From an optimization exercise on the open Yosys and OpenROAD flow, aimed at small area and few clock cycles; shortcuts taken in it are not production practice.
Power is estimated from default activity; no workload was simulated.

==> flow/design.v <==
package spq_pkg;
  localparam int DEPTH    = 16;
  localparam int KEY_BITS = 16;
  localparam int ID_BITS  = 16;
  localparam int OCC_BITS = 5;
  localparam int RANK_W   = 4;
  localparam int INJ_STEP = 4;
endpackage
module spq_cell (
  input  logic                         do_ins,
  input  logic                         pend,
  input  logic [spq_pkg::RANK_W-1:0]   pend_level,
  input  logic [spq_pkg::OCC_BITS-1:0] count,
  input  logic [spq_pkg::KEY_BITS-1:0] new_key,
  input  logic [spq_pkg::KEY_BITS-1:0] key,
  input  logic [spq_pkg::RANK_W-1:0]   level,
  output logic                         free,
  output logic                         below,
  output logic                         at_count,
  output logic [spq_pkg::RANK_W-1:0]   level_next
);
  logic                       held;
  logic                       lt;
  logic                       raise;
  logic [spq_pkg::RANK_W-1:0] level_now;
  function automatic logic key_lt(input logic [spq_pkg::KEY_BITS-1:0] a,
                                  input logic [spq_pkg::KEY_BITS-1:0] b);
    logic ge;
    ge = 1'b1;
    for (int j = 0; j < spq_pkg::KEY_BITS; j++) begin
      ge = (a[j] & ~b[j]) | (a[j] & ge) | (~b[j] & ge);
    end
    key_lt = ~ge;
  endfunction
  assign held      = pend || ({1'b0, level} < count);
  assign free      = !held;
  assign lt        = key_lt(key, new_key);
  assign below     = held && lt;
  assign at_count  = (level == count[spq_pkg::RANK_W-1:0]);
  assign raise     = held ? lt : at_count;
  assign level_now = pend ? pend_level : level;
  assign level_next = level_now + spq_pkg::RANK_W'(do_ins && raise);
endmodule
module sorted_priority_queue (
  input  logic          clk,
  input  logic          rst,
  input  logic          cmd_valid,
  output logic          cmd_ready,
  input  logic [32:0]   cmd,
  output logic          res_valid,
  input  logic          res_ready,
  output logic [22:0]   res
);
  localparam int N    = spq_pkg::DEPTH;
  localparam int STEP = spq_pkg::INJ_STEP;
  localparam int NINJ = N / STEP;
  logic [spq_pkg::OCC_BITS-1:0] count;
  logic [1:0]                   kind;
  logic                         res_free;
  logic                         accept;
  logic                         is_ins;
  logic                         is_full;
  logic                         is_empty;
  logic                         can_ins;
  logic                         do_ins;
  logic                         do_rm;
  logic [N-1:0]                 free;
  logic [N-1:0]                 below;
  logic [N-1:0]                 below_q;
  logic [N-1:0]                 at_count;
  logic [N-1:0]                 inject;
  logic [NINJ-1:0]              pend_q;
  logic [spq_pkg::RANK_W-1:0]   n_below;
  logic [spq_pkg::RANK_W-1:0]   pend_level;
  logic [spq_pkg::KEY_BITS-1:0] key        [N];
  logic [spq_pkg::ID_BITS-1:0]  id         [N];
  logic [spq_pkg::RANK_W-1:0]   level      [N];
  logic [spq_pkg::RANK_W-1:0]   level_next [N];
  logic [spq_pkg::ID_BITS-1:0]  removed_id;
  always_comb begin
    inject  = '0;
    can_ins = 1'b0;
    for (int i = STEP - 1; i < N; i += STEP) begin
      inject[i] = free[i] && !can_ins;
      can_ins   = can_ins || free[i];
    end
  end
  assign res_free  = !res_valid || res_ready;
  assign is_ins    = !cmd[32];
  assign is_full   = count[spq_pkg::OCC_BITS-1];
  assign is_empty  = (count == '0);
  assign cmd_ready = res_free && (!is_ins || is_full || can_ins);
  assign accept    = cmd_valid && cmd_ready;
  assign do_ins    = accept && is_ins && !is_full;
  assign do_rm     = accept && !is_ins && !is_empty;
  always_comb begin
    n_below = '0;
    for (int i = 0; i < N; i++) n_below = n_below + spq_pkg::RANK_W'(below_q[i]);
  end
  assign pend_level = spq_pkg::RANK_W'(count) - 1'b1 - n_below;
  for (genvar i = 0; i < N; i++) begin : g_cell
    localparam int NX = (i + 1) % N;
    localparam bit PEND_POS = (i % STEP) == 0;
    logic pend;
    if (PEND_POS) begin : g_pend
      assign pend = pend_q[(i + N - 1) % N / STEP];
    end else begin : g_nopend
      assign pend = 1'b0;
    end
    spq_cell u_cell (
      .do_ins     (do_ins),
      .pend       (pend),
      .pend_level (pend_level),
      .count      (count),
      .new_key    (cmd[31:16]),
      .key        (key[i]),
      .level      (level[i]),
      .free       (free[i]),
      .below      (below[i]),
      .at_count   (at_count[i]),
      .level_next (level_next[i])
    );
    always_ff @(posedge clk) begin
      level[NX] <= level_next[i];
    end
    if ((i + 1) % STEP == 0) begin : g_inj
      always_ff @(posedge clk) begin
        if (do_ins && inject[i]) begin
          key[NX] <= cmd[31:16];
          id[NX]  <= cmd[15:0];
        end else begin
          key[NX] <= key[i];
          id[NX]  <= id[i];
        end
      end
    end else begin : g_pass
      always_ff @(posedge clk) begin
        key[NX] <= key[i];
        id[NX]  <= id[i];
      end
    end
  end
  always_ff @(posedge clk) begin
    below_q <= below;
    for (int k = 0; k < NINJ; k++) begin
      pend_q[k] <= !rst && do_ins && inject[k * STEP + STEP - 1];
    end
  end
  always_comb begin
    removed_id = '0;
    for (int i = 0; i < N; i++) begin
      if (at_count[i]) removed_id = removed_id | id[i];
    end
  end
  assign res = {kind[1] && !kind[0], kind[0] && !kind[1],
                (&kind) ? removed_id : spq_pkg::ID_BITS'(0), count};
  always_ff @(posedge clk) begin
    if (rst) begin
      count     <= '0;
      res_valid <= 1'b0;
    end else begin
      if (do_ins) count <= count + 1'b1;
      if (do_rm)  count <= count - 1'b1;
      if (accept) begin
        res_valid <= 1'b1;
      end else if (res_ready) begin
        res_valid <= 1'b0;
      end
    end
  end
  always_ff @(posedge clk) begin
    if (accept) begin
      kind <= is_ins ? {is_full, 1'b0} : {!is_empty, 1'b1};
    end
  end
endmodule
Settings: LEC_CHECK=0, CAP_MARGIN=20, CORE_MARGIN=2, CORE_UTILIZATION=40, SLEW_MARGIN=20; clock period 5.0 ns.
run.sh (not shown) runs the stock make flow with config.mk's settings and CLKGATE_MAP_FILE= SYNTH_SCRIPT=/design/flow/synth_recipe.tcl, a recipe that flattens the netlist after the stock synthesis.
Edit:
==> flow/design.v (replaced) <==
package spq_pkg;
  localparam int DEPTH    = 16;
  localparam int KEY_BITS = 16;
  localparam int ID_BITS  = 16;
  localparam int OCC_BITS = 5;
  localparam int RANK_W   = 4;
  localparam logic [DEPTH-1:0] INJ_AT = 16'b1001_0100_1001_0100;
endpackage
module spq_cell (
  input  logic                         do_ins,
  input  logic                         pend,
  input  logic [spq_pkg::RANK_W-1:0]   pend_level,
  input  logic [spq_pkg::OCC_BITS-1:0] count,
  input  logic [spq_pkg::KEY_BITS-1:0] new_key,
  input  logic [spq_pkg::KEY_BITS-1:0] key,
  input  logic [spq_pkg::RANK_W-1:0]   level,
  input  logic                         raised,
  output logic                         free,
  output logic                         at_count,
  output logic                         below,
  output logic [spq_pkg::RANK_W-1:0]   level_next
);
  logic                       held;
  logic                       step;
  logic [spq_pkg::RANK_W-1:0] level_now;
  function automatic logic key_lt(input logic [spq_pkg::KEY_BITS-1:0] a,
                                  input logic [spq_pkg::KEY_BITS-1:0] b);
    logic ge;
    ge = 1'b1;
    for (int j = 0; j < spq_pkg::KEY_BITS; j++) begin
      ge = (a[j] & ~b[j]) | (a[j] & ge) | (~b[j] & ge);
    end
    key_lt = ~ge;
  endfunction
  assign held      = pend || raised || ({1'b0, level} < count);
  assign free      = !held;
  assign at_count  = !pend && !raised && (level == count[spq_pkg::RANK_W-1:0]);
  assign below     = do_ins && held && key_lt(key, new_key);
  assign step      = raised || (do_ins && !held && at_count);
  assign level_now = pend ? pend_level : level;
  assign level_next = level_now + spq_pkg::RANK_W'(step);
endmodule
module sorted_priority_queue (
  input  logic          clk,
  input  logic          rst,
  input  logic          cmd_valid,
  output logic          cmd_ready,
  input  logic [32:0]   cmd,
  output logic          res_valid,
  input  logic          res_ready,
  output logic [22:0]   res
);
  localparam int N = spq_pkg::DEPTH;
  logic [spq_pkg::OCC_BITS-1:0] count;
  logic [1:0]                   kind;
  logic                         res_free;
  logic                         accept;
  logic                         is_ins;
  logic                         is_full;
  logic                         is_empty;
  logic                         can_ins;
  logic                         do_ins;
  logic                         do_rm;
  logic [N-1:0]                 free;
  logic [N-1:0]                 below;
  logic [N-1:0]                 raised;
  logic [N-1:0]                 at_count;
  logic [N-1:0]                 inject;
  logic [N-1:0]                 pend_q;
  logic [spq_pkg::RANK_W-1:0]   n_below;
  logic [spq_pkg::RANK_W-1:0]   pend_level;
  logic [spq_pkg::KEY_BITS-1:0] key        [N];
  logic [spq_pkg::ID_BITS-1:0]  id         [N];
  logic [spq_pkg::RANK_W-1:0]   level      [N];
  logic [spq_pkg::RANK_W-1:0]   level_next [N];
  logic [spq_pkg::ID_BITS-1:0]  removed_id;
  always_comb begin
    inject  = '0;
    can_ins = 1'b0;
    for (int i = 0; i < N; i++) begin
      if (spq_pkg::INJ_AT[i]) begin
        inject[i] = free[i] && !can_ins;
        can_ins   = can_ins || free[i];
      end
    end
  end
  assign res_free  = !res_valid || res_ready;
  assign is_ins    = !cmd[32];
  assign is_full   = count[spq_pkg::OCC_BITS-1];
  assign is_empty  = (count == '0);
  assign cmd_ready = res_free && (!is_ins || is_full || can_ins);
  assign accept    = cmd_valid && cmd_ready;
  assign do_ins    = accept && is_ins && !is_full;
  assign do_rm     = accept && !is_ins && !is_empty;
  always_comb begin
    n_below = '0;
    for (int i = 0; i < N; i++) n_below = n_below + spq_pkg::RANK_W'(raised[i]);
  end
  assign pend_level = spq_pkg::RANK_W'(count) - 1'b1 - n_below;
  for (genvar i = 0; i < N; i++) begin : g_cell
    localparam int NX = (i + 1) % N;
    logic pend;
    if (spq_pkg::INJ_AT[(i + N - 1) % N]) begin : g_pend
      assign pend = pend_q[i];
    end else begin : g_nopend
      assign pend = 1'b0;
    end
    spq_cell u_cell (
      .do_ins     (do_ins),
      .pend       (pend),
      .pend_level (pend_level),
      .count      (count),
      .new_key    (cmd[31:16]),
      .key        (key[i]),
      .level      (level[i]),
      .raised     (raised[i]),
      .free       (free[i]),
      .below      (below[i]),
      .at_count   (at_count[i]),
      .level_next (level_next[i])
    );
    always_ff @(posedge clk) begin
      level[NX]  <= level_next[i];
      raised[NX] <= below[i];
    end
    if (spq_pkg::INJ_AT[i]) begin : g_inj
      always_ff @(posedge clk) begin
        if (do_ins && inject[i]) begin
          key[NX] <= cmd[31:16];
          id[NX]  <= cmd[15:0];
        end else begin
          key[NX] <= key[i];
          id[NX]  <= id[i];
        end
      end
    end else begin : g_pass
      always_ff @(posedge clk) begin
        key[NX] <= key[i];
        id[NX]  <= id[i];
      end
    end
  end
  always_ff @(posedge clk) begin
    for (int i = 0; i < N; i++) begin
      pend_q[(i + 1) % N] <= !rst && do_ins && inject[i];
    end
  end
  always_comb begin
    removed_id = '0;
    for (int i = 0; i < N; i++) begin
      if (at_count[i]) removed_id = removed_id | id[i];
    end
  end
  assign res = {kind[1] && !kind[0], kind[0] && !kind[1],
                (&kind) ? removed_id : spq_pkg::ID_BITS'(0), count};
  always_ff @(posedge clk) begin
    if (rst) begin
      count     <= '0;
      res_valid <= 1'b0;
    end else begin
      if (do_ins) count <= count + 1'b1;
      if (do_rm)  count <= count - 1'b1;
      if (accept) begin
        res_valid <= 1'b1;
      end else if (res_ready) begin
        res_valid <= 1'b0;
      end
    end
  end
  always_ff @(posedge clk) begin
    if (accept) begin
      kind <= is_ins ? {is_full, 1'b0} : {!is_empty, 1'b1};
    end
  end
endmodule
Result:
- The new run passed the timing, DRC and antenna checks
- final cell count rose by 7.3%
- via count rose by 11%
- clock power fell by 7.7%
- die area rose by 5.0%
- synthesized area rose by 5.1%
- power fell by 7.9%
- setup slack gets worse by 0.078 ns
- synthesized cell count rose by 10%
- critical path depth rose by 1
- core utilization fell by 0.32 points
- maximum frequency fell by 1.6%
- non-clock buffer count rose by 15
- hold slack gets worse by 0.0033 ns
- global-route usage rose by 2.1 points
No functional check of the RTL was part of any run of this note.

==> static timing again, ports no longer ideal <==
How much do the figures lean on ideal ports? The routed layouts below were timed once more, with nothing changed but the port constraints. Step 1 assumes that a clkbuf_16 drives the clock port and a buf_2 every other input. Step 2 adds t to the input delays and takes it off the output delays; t is the mean of the earliest and latest rising clock arrival at the registers after step 1. Input paths then give back, and output paths get back, about the clock's delay inside the block. Three values: ideal ports, drivers, drivers and shift; two values: the first two.
run	shift t [ns]	slack for setup (ns)	hold slack, ns
the first run	0.647	0.181 / 0.120 / 0.433	0.344 / 0.344 / 0.344
the second run	0.699	0.102 / 0.043 / 0.222	0.340 / 0.340 / 0.340
After both steps setup and hold are still met in every run listed.
